This is an optimization exercise on Yosys and OpenROAD, whose aim is small area and a short achievable clock period, not a production implementation. The RTL was checked by simulation tests, not by an equivalence proof against the original design. Power figures rest on the tool's default switching activity, not on a simulated workload.

==> flow/design.v <==
package cap_pkg;
  localparam int unsigned cap_addr_w = 12;
  localparam logic [31:0] who_am_i_value = 32'h5A7E_0C01;
  localparam logic [31:0] dead_value     = 32'hDEAD_DEAD;
  localparam logic [3:0] reg_who_am_i   = 4'd0;
  localparam logic [3:0] reg_capt_depth = 4'd1;
  localparam logic [3:0] reg_data_w     = 4'd2;
  localparam logic [3:0] reg_trig_mode  = 4'd3;
  localparam logic [3:0] reg_trig_count = 4'd4;
  localparam logic [3:0] reg_capt_count = 4'd5;
  localparam logic [3:0] reg_go         = 4'd6;
  localparam logic [3:0] reg_capt_state = 4'd7;
  localparam logic [3:0] reg_trig_mask1 = 4'd8;
  localparam logic [3:0] reg_trig_mask2 = 4'd9;
  localparam logic [3:0] reg_trig_val1  = 4'd10;
  localparam logic [3:0] reg_trig_val2  = 4'd11;
  localparam logic [1:0] trig_none       = 2'd0;
  localparam logic [1:0] trig_single     = 2'd1;
  localparam logic [1:0] trig_continuous = 2'd2;
  localparam logic [1:0] st_idle    = 2'd0;
  localparam logic [1:0] st_armed   = 2'd1;
  localparam logic [1:0] st_capture = 2'd2;
  localparam logic [1:0] st_done    = 2'd3;
endpackage
`timescale 1ns/1ps
module cap_oai2 (
  input  logic [1:0] qn_i,
  input  logic [1:0] sn_i,
  output logic       y_o
);
  assign y_o = ~((sn_i[0] | qn_i[0]) & (sn_i[1] | qn_i[1]));
endmodule
module cap_nor2 (
  input  logic [1:0] a_i,
  output logic       y_o
);
  assign y_o = ~|a_i;
endmodule
module cap_nand4 (
  input  logic [3:0] a_i,
  output logic       y_o
);
  assign y_o = ~&a_i;
endmodule
`timescale 1ns/1ps
module wave_capture #(
  parameter int data_w     = 16,
  parameter int capt_depth = 128
) (
  input  logic              clk,
  input  logic              rst,
  input  logic [data_w-1:0] din_i,
  input  logic [31:0]       paddr_i,
  input  logic              pwrite_i,
  input  logic [31:0]       pwdata_i,
  input  logic              psel_i,
  input  logic              penable_i,
  output logic              pready_o,
  output logic [31:0]       prdata_o,
  output logic              pslverr_o
);
  localparam int aw = $clog2(capt_depth);
  localparam logic [aw-1:0] last_addr = aw'(capt_depth - 1);
  assign pslverr_o = 1'b0;
  logic [11:0] addr;
  logic        mem_sel;
  logic        reg_ok;
  logic [3:0]  reg_idx;
  logic        setup;
  logic        reg_wr;
  assign addr    = paddr_i[13:2];
  assign mem_sel = addr[11];
  assign reg_ok  = (addr[10:4] == 7'd0);
  assign reg_idx = addr[3:0];
  assign setup   = psel_i && !penable_i;
  assign reg_wr  = setup && pwrite_i && !mem_sel && reg_ok;
  logic [1:0]        trig_mode;
  logic              go;
  logic [data_w-1:0] trig_mask1;
  logic [data_w-1:0] trig_mask2;
  logic [data_w-1:0] trig_val1;
  logic [data_w-1:0] trig_val2;
  logic [31:0]       trig_count;
  logic [31:0]       capt_count;
  logic              mem_rd_pend;
  logic              trig_event;
  logic              capt_done;
  logic [1:0]        state;
  always_ff @(posedge clk) begin
    if (rst) begin
      pready_o    <= 1'b0;
      mem_rd_pend <= 1'b0;
      trig_mode   <= cap_pkg::trig_none;
      go          <= 1'b0;
      trig_mask1  <= '0;
      trig_mask2  <= '0;
      trig_val1   <= '0;
      trig_val2   <= '0;
      trig_count  <= '0;
      capt_count  <= '0;
    end else begin
      pready_o    <= (setup && (pwrite_i || !mem_sel)) || mem_rd_pend;
      mem_rd_pend <= setup && !pwrite_i && mem_sel;
      if (reg_wr && reg_idx == cap_pkg::reg_trig_count) trig_count <= pwdata_i;
      else if (trig_event)                                trig_count <= trig_count + 32'd1;
      if (reg_wr && reg_idx == cap_pkg::reg_capt_count) capt_count <= pwdata_i;
      else if (capt_done)                                 capt_count <= capt_count + 32'd1;
      if (reg_wr) begin
        case (reg_idx)
          cap_pkg::reg_trig_mode:  trig_mode  <= pwdata_i[1:0];
          cap_pkg::reg_go:         go         <= pwdata_i[0];
          cap_pkg::reg_trig_mask1: trig_mask1 <= pwdata_i[data_w-1:0];
          cap_pkg::reg_trig_mask2: trig_mask2 <= pwdata_i[data_w-1:0];
          cap_pkg::reg_trig_val1:  trig_val1  <= pwdata_i[data_w-1:0];
          cap_pkg::reg_trig_val2:  trig_val2  <= pwdata_i[data_w-1:0];
          default: ;
        endcase
      end
    end
  end
  logic [31:0] reg_rdata;
  always_comb begin
    reg_rdata = cap_pkg::dead_value;
    if (reg_ok) begin
      case (reg_idx)
        cap_pkg::reg_who_am_i:   reg_rdata = cap_pkg::who_am_i_value;
        cap_pkg::reg_capt_depth: reg_rdata = 32'(capt_depth);
        cap_pkg::reg_data_w:     reg_rdata = 32'(data_w);
        cap_pkg::reg_trig_mode:  reg_rdata = {30'd0, trig_mode};
        cap_pkg::reg_trig_count: reg_rdata = trig_count;
        cap_pkg::reg_capt_count: reg_rdata = capt_count;
        cap_pkg::reg_go:         reg_rdata = {31'd0, go};
        cap_pkg::reg_capt_state: reg_rdata = {30'd0, state};
        cap_pkg::reg_trig_mask1: reg_rdata = 32'(trig_mask1);
        cap_pkg::reg_trig_mask2: reg_rdata = 32'(trig_mask2);
        cap_pkg::reg_trig_val1:  reg_rdata = 32'(trig_val1);
        cap_pkg::reg_trig_val2:  reg_rdata = 32'(trig_val2);
        default:                 reg_rdata = cap_pkg::dead_value;
      endcase
    end
  end
  logic [data_w-1:0] din_d;
  logic [data_w-1:0] din_dd;
  logic              hit;
  logic              match;
  assign match = (((din_dd ^ trig_val1) & trig_mask1) == '0) &&
                 (((din_d  ^ trig_val2) & trig_mask2) == '0);
  always_ff @(posedge clk) begin
    din_d  <= din_i;
    din_dd <= din_d;
  end
  always_ff @(posedge clk) begin
    if (rst) hit <= 1'b0;
    else     hit <= match;
  end
  logic [aw-1:0] wr_addr;
  logic [aw-1:0] wr_addr_n;
  logic [1:0]    state_n;
  logic          restart;
  assign restart   = (trig_mode == cap_pkg::trig_continuous) && hit;
  logic [1:0] trig_mode_n;
  assign trig_mode_n = (reg_wr && reg_idx == cap_pkg::reg_trig_mode) ? pwdata_i[1:0] : trig_mode;
  logic st_idle, st_armed, st_cap, st_done;
  logic at_last;
  logic nx_cap, nx_armed;
  logic cap_seq_n;
  assign st_idle  = (state == cap_pkg::st_idle);
  assign st_armed = (state == cap_pkg::st_armed);
  assign st_cap   = (state == cap_pkg::st_capture);
  assign st_done  = (state == cap_pkg::st_done);
  assign at_last  = (wr_addr == last_addr);
  assign nx_cap   = go && ((st_idle && trig_mode == cap_pkg::trig_none) ||
                           (st_armed && hit) ||
                           (st_cap && (restart || !at_last)));
  assign nx_armed = go && ((st_idle && trig_mode != cap_pkg::trig_none) ||
                           (st_armed && !hit) ||
                           (st_cap && !restart && at_last && trig_mode == cap_pkg::trig_continuous));
  always_comb begin
    if (nx_cap)                    state_n = cap_pkg::st_capture;
    else if (nx_armed)             state_n = cap_pkg::st_armed;
    else if (go && (st_done || (st_cap && !restart && at_last)))
                                   state_n = cap_pkg::st_done;
    else                           state_n = cap_pkg::st_idle;
    if (st_idle)                   wr_addr_n = '0;
    else if (st_armed && hit)      wr_addr_n = aw'(1);
    else if (st_cap && restart)    wr_addr_n = aw'(1);
    else if (st_cap)               wr_addr_n = wr_addr + aw'(1);
    else                           wr_addr_n = wr_addr;
  end
  assign cap_seq_n = nx_cap && !(match && trig_mode_n == cap_pkg::trig_continuous);
  always_ff @(posedge clk) begin
    if (rst) begin
      state   <= cap_pkg::st_idle;
      wr_addr <= '0;
    end else begin
      state   <= state_n;
      wr_addr <= wr_addr_n;
    end
  end
  always_ff @(posedge clk) begin
    if (rst) capt_done <= 1'b0;
    else     capt_done <= go && st_cap && !restart && (wr_addr == last_addr - aw'(1)) &&
                          !(match && trig_mode_n == cap_pkg::trig_continuous);
  end
  logic go_n;
  assign go_n = (reg_wr && reg_idx == cap_pkg::reg_go) ? pwdata_i[0] : go;
  always_ff @(posedge clk) begin
    if (rst) trig_event <= 1'b0;
    else     trig_event <= match && go_n && (trig_mode_n != cap_pkg::trig_none);
  end
  logic [capt_depth-1:0]        we;
  logic [capt_depth*data_w-1:0] mem;    
  logic [15:0] wr_hi;
  logic [7:0]  wr_lo;
  logic        w0_force;
  always_ff @(posedge clk) begin
    if (rst) begin
      wr_hi    <= '0;
      wr_lo    <= '0;
      w0_force <= 1'b0;
    end else begin
      for (int i = 0; i < 16; i++) wr_hi[i] <= (wr_addr_n[6:3] == 4'(i));
      for (int j = 0; j < 8; j++)  wr_lo[j] <= cap_seq_n && (wr_addr_n[2:0] == 3'(j));
      w0_force <= match && (nx_armed || (nx_cap && trig_mode_n == cap_pkg::trig_continuous));
    end
  end
  always_comb begin
    for (int i = 0; i < capt_depth; i++) we[i] = wr_hi[i/8] && wr_lo[i%8];
    we[0] = we[0] || w0_force;
  end
  for (genvar i = 0; i < capt_depth; i++) begin : g_word
    always_ff @(posedge clk) begin
      if (we[i]) mem[i*data_w +: data_w] <= ~din_dd;
    end
  end
  localparam int n_grp = capt_depth / 2;
  logic                    mem_rd;
  logic [capt_depth-1:0]   rsel_n;
  logic [n_grp-1:0]        grp [data_w];
  logic [7:0]              part [data_w];
  logic [data_w-1:0]       rd_data;
  logic [31:0]             reg_part;
  assign reg_part = reg_rdata & {32{!mem_sel}};
  assign mem_rd = setup && !pwrite_i && mem_sel;
  always_comb begin
    for (int i = 0; i < capt_depth; i++) rsel_n[i] = !(mem_rd && (addr[aw-1:0] == aw'(i)));
  end
  for (genvar b = 0; b < data_w; b++) begin : g_bit
    for (genvar k = 0; k < n_grp; k++) begin : g_grp
      cap_oai2 u_oai (
        .qn_i ({mem[(k*2+1)*data_w+b], mem[(k*2)*data_w+b]}),
        .sn_i (rsel_n[k*2 +: 2]),
        .y_o  (grp[b][k])
      );
    end
    logic [31:0] l1_n;
    logic [7:0]  l2;
    for (genvar k = 0; k < 32; k++) begin : g_l1
      cap_nor2 u_nor (.a_i(grp[b][k*2 +: 2]), .y_o(l1_n[k]));
    end
    for (genvar k = 0; k < 8; k++) begin : g_l2
      cap_nand4 u_nand (.a_i(l1_n[k*4 +: 4]), .y_o(l2[k]));
    end
    always_ff @(posedge clk) begin
      part[b] <= l2;
    end
    assign rd_data[b] = |part[b];
  end
  always_ff @(posedge clk) begin
    prdata_o <= {reg_part[31:data_w], rd_data | reg_part[data_w-1:0]};
  end
endmodule
clock: 3.5 ns
lec_check: 0
cap_margin: 20
core_margin: 2
core_utilization: 50
cts_cluster_diameter: 60
cts_cluster_size: 30
gpl_timing_driven: 1
setup_slack_margin: 1.6
slew_margin: 20
synth_hierarchical: 1
synth_minimum_keep_size: 0
run.sh (not shown) runs the stock make flow with config.mk's settings and CLKGATE_MAP_FILE= SYNTH_SCRIPT=/design/flow/synth_recipe.tcl, a recipe that flattens the netlist after the stock synthesis.
Edit:
--- a/flow/design.v
+++ b/flow/design.v
@@ -141,6 +141,7 @@
   end
   logic [data_w-1:0] din_d;
   logic [data_w-1:0] din_dd;
+  logic [data_w-1:0] din_ddn;    
   logic              hit;
   logic              match;
   assign match = (((din_dd ^ trig_val1) & trig_mask1) == '0) &&
@@ -148,6 +149,7 @@
   always_ff @(posedge clk) begin
     din_d  <= din_i;
     din_dd <= din_d;
+    din_ddn <= ~din_d;
   end
   always_ff @(posedge clk) begin
     if (rst) hit <= 1'b0;
@@ -211,6 +213,10 @@
   logic [capt_depth-1:0]        we;
   logic [capt_depth*data_w-1:0] mem;    
   logic [15:0] wr_hi;
+  logic        hi_clr;
+  logic        hi_adv;
+  assign hi_clr = st_idle || (st_armed && hit) || (st_cap && restart);
+  assign hi_adv = st_cap && !restart && (wr_addr[2:0] == 3'd7);
   logic [7:0]  wr_lo;
   logic        w0_force;
   always_ff @(posedge clk) begin
@@ -219,7 +225,8 @@
       wr_lo    <= '0;
       w0_force <= 1'b0;
     end else begin
-      for (int i = 0; i < 16; i++) wr_hi[i] <= (wr_addr_n[6:3] == 4'(i));
+      if (hi_clr)      wr_hi <= 16'd1;
+      else if (hi_adv) wr_hi <= {wr_hi[14:0], wr_hi[15]};
       for (int j = 0; j < 8; j++)  wr_lo[j] <= cap_seq_n && (wr_addr_n[2:0] == 3'(j));
       w0_force <= match && (nx_armed || (nx_cap && trig_mode_n == cap_pkg::trig_continuous));
     end
@@ -230,20 +237,18 @@
   end
   for (genvar i = 0; i < capt_depth; i++) begin : g_word
     always_ff @(posedge clk) begin
-      if (we[i]) mem[i*data_w +: data_w] <= ~din_dd;
+      if (we[i]) mem[i*data_w +: data_w] <= (i < capt_depth / 2) ? din_ddn : ~din_dd;
     end
   end
   localparam int n_grp = capt_depth / 2;
-  logic                    mem_rd;
   logic [capt_depth-1:0]   rsel_n;
   logic [n_grp-1:0]        grp [data_w];
   logic [7:0]              part [data_w];
   logic [data_w-1:0]       rd_data;
   logic [31:0]             reg_part;
   assign reg_part = reg_rdata & {32{!mem_sel}};
-  assign mem_rd = setup && !pwrite_i && mem_sel;
-  always_comb begin
-    for (int i = 0; i < capt_depth; i++) rsel_n[i] = !(mem_rd && (addr[aw-1:0] == aw'(i)));
+  always_comb begin
+    for (int i = 0; i < capt_depth; i++) rsel_n[i] = (addr[aw-1:0] != aw'(i));
   end
   for (genvar b = 0; b < data_w; b++) begin : g_bit
     for (genvar k = 0; k < n_grp; k++) begin : g_grp
@@ -264,7 +269,7 @@
     always_ff @(posedge clk) begin
       part[b] <= l2;
     end
-    assign rd_data[b] = |part[b];
+    assign rd_data[b] = mem_rd_pend && |part[b];
   end
   always_ff @(posedge clk) begin
     prdata_o <= {reg_part[31:data_w], rd_data | reg_part[data_w-1:0]};
Effect: Design area shrinks by a few percent; sequential power grows slightly; count of clock-buffer cells in the layout shrinks by 10; clock power shrinks by a few percent; via count shrinks slightly; area after synthesis grows slightly; critical path depth shrinks by 1; utilization shrinks by 1.5 points; synthesized cell count grows slightly.

port drivers added, routing unchanged:
The results above use ideal ports. As a check the final layouts listed here were re-extracted and re-timed, cells and wires unchanged. Step 1 (the two cells are an assumption about what drives the block):
set clk [get_ports {clk}]
set_driving_cell -lib_cell sky130_fd_sc_hd__clkbuf_16 $clk
set_driving_cell -lib_cell sky130_fd_sc_hd__buf_2 [delete_from_list [all_inputs] $clk]
Step 2, shift: input delay + t, output delay - t, t = (earliest + latest rising clock arrival at the registers) / 2. This alone moves slack from input paths to output paths. a / b / c = ideal ports / drivers / drivers and shift; a / b = the first two.
| run | t, ns | slack for setup (ns) | worst setup path at the end | clock arrival spread, ns | worst data-port slew with drivers (ns) |
|---|---|---|---|---|---|
| the first run | 0.890 | 1.284 / 1.284 / 0.595 | input to register | 0.056 / 0.056 | 0.07 |
| the second run | 0.889 | 1.514 / 1.424 / 0.698 | input to register | 0.050 / 0.050 | 0.07 |
After both steps setup and hold are still met in every run listed. For the second run, which loses most, drivers alone change the setup slack by -0.090 ns; drivers and shift together by -0.816 ns.
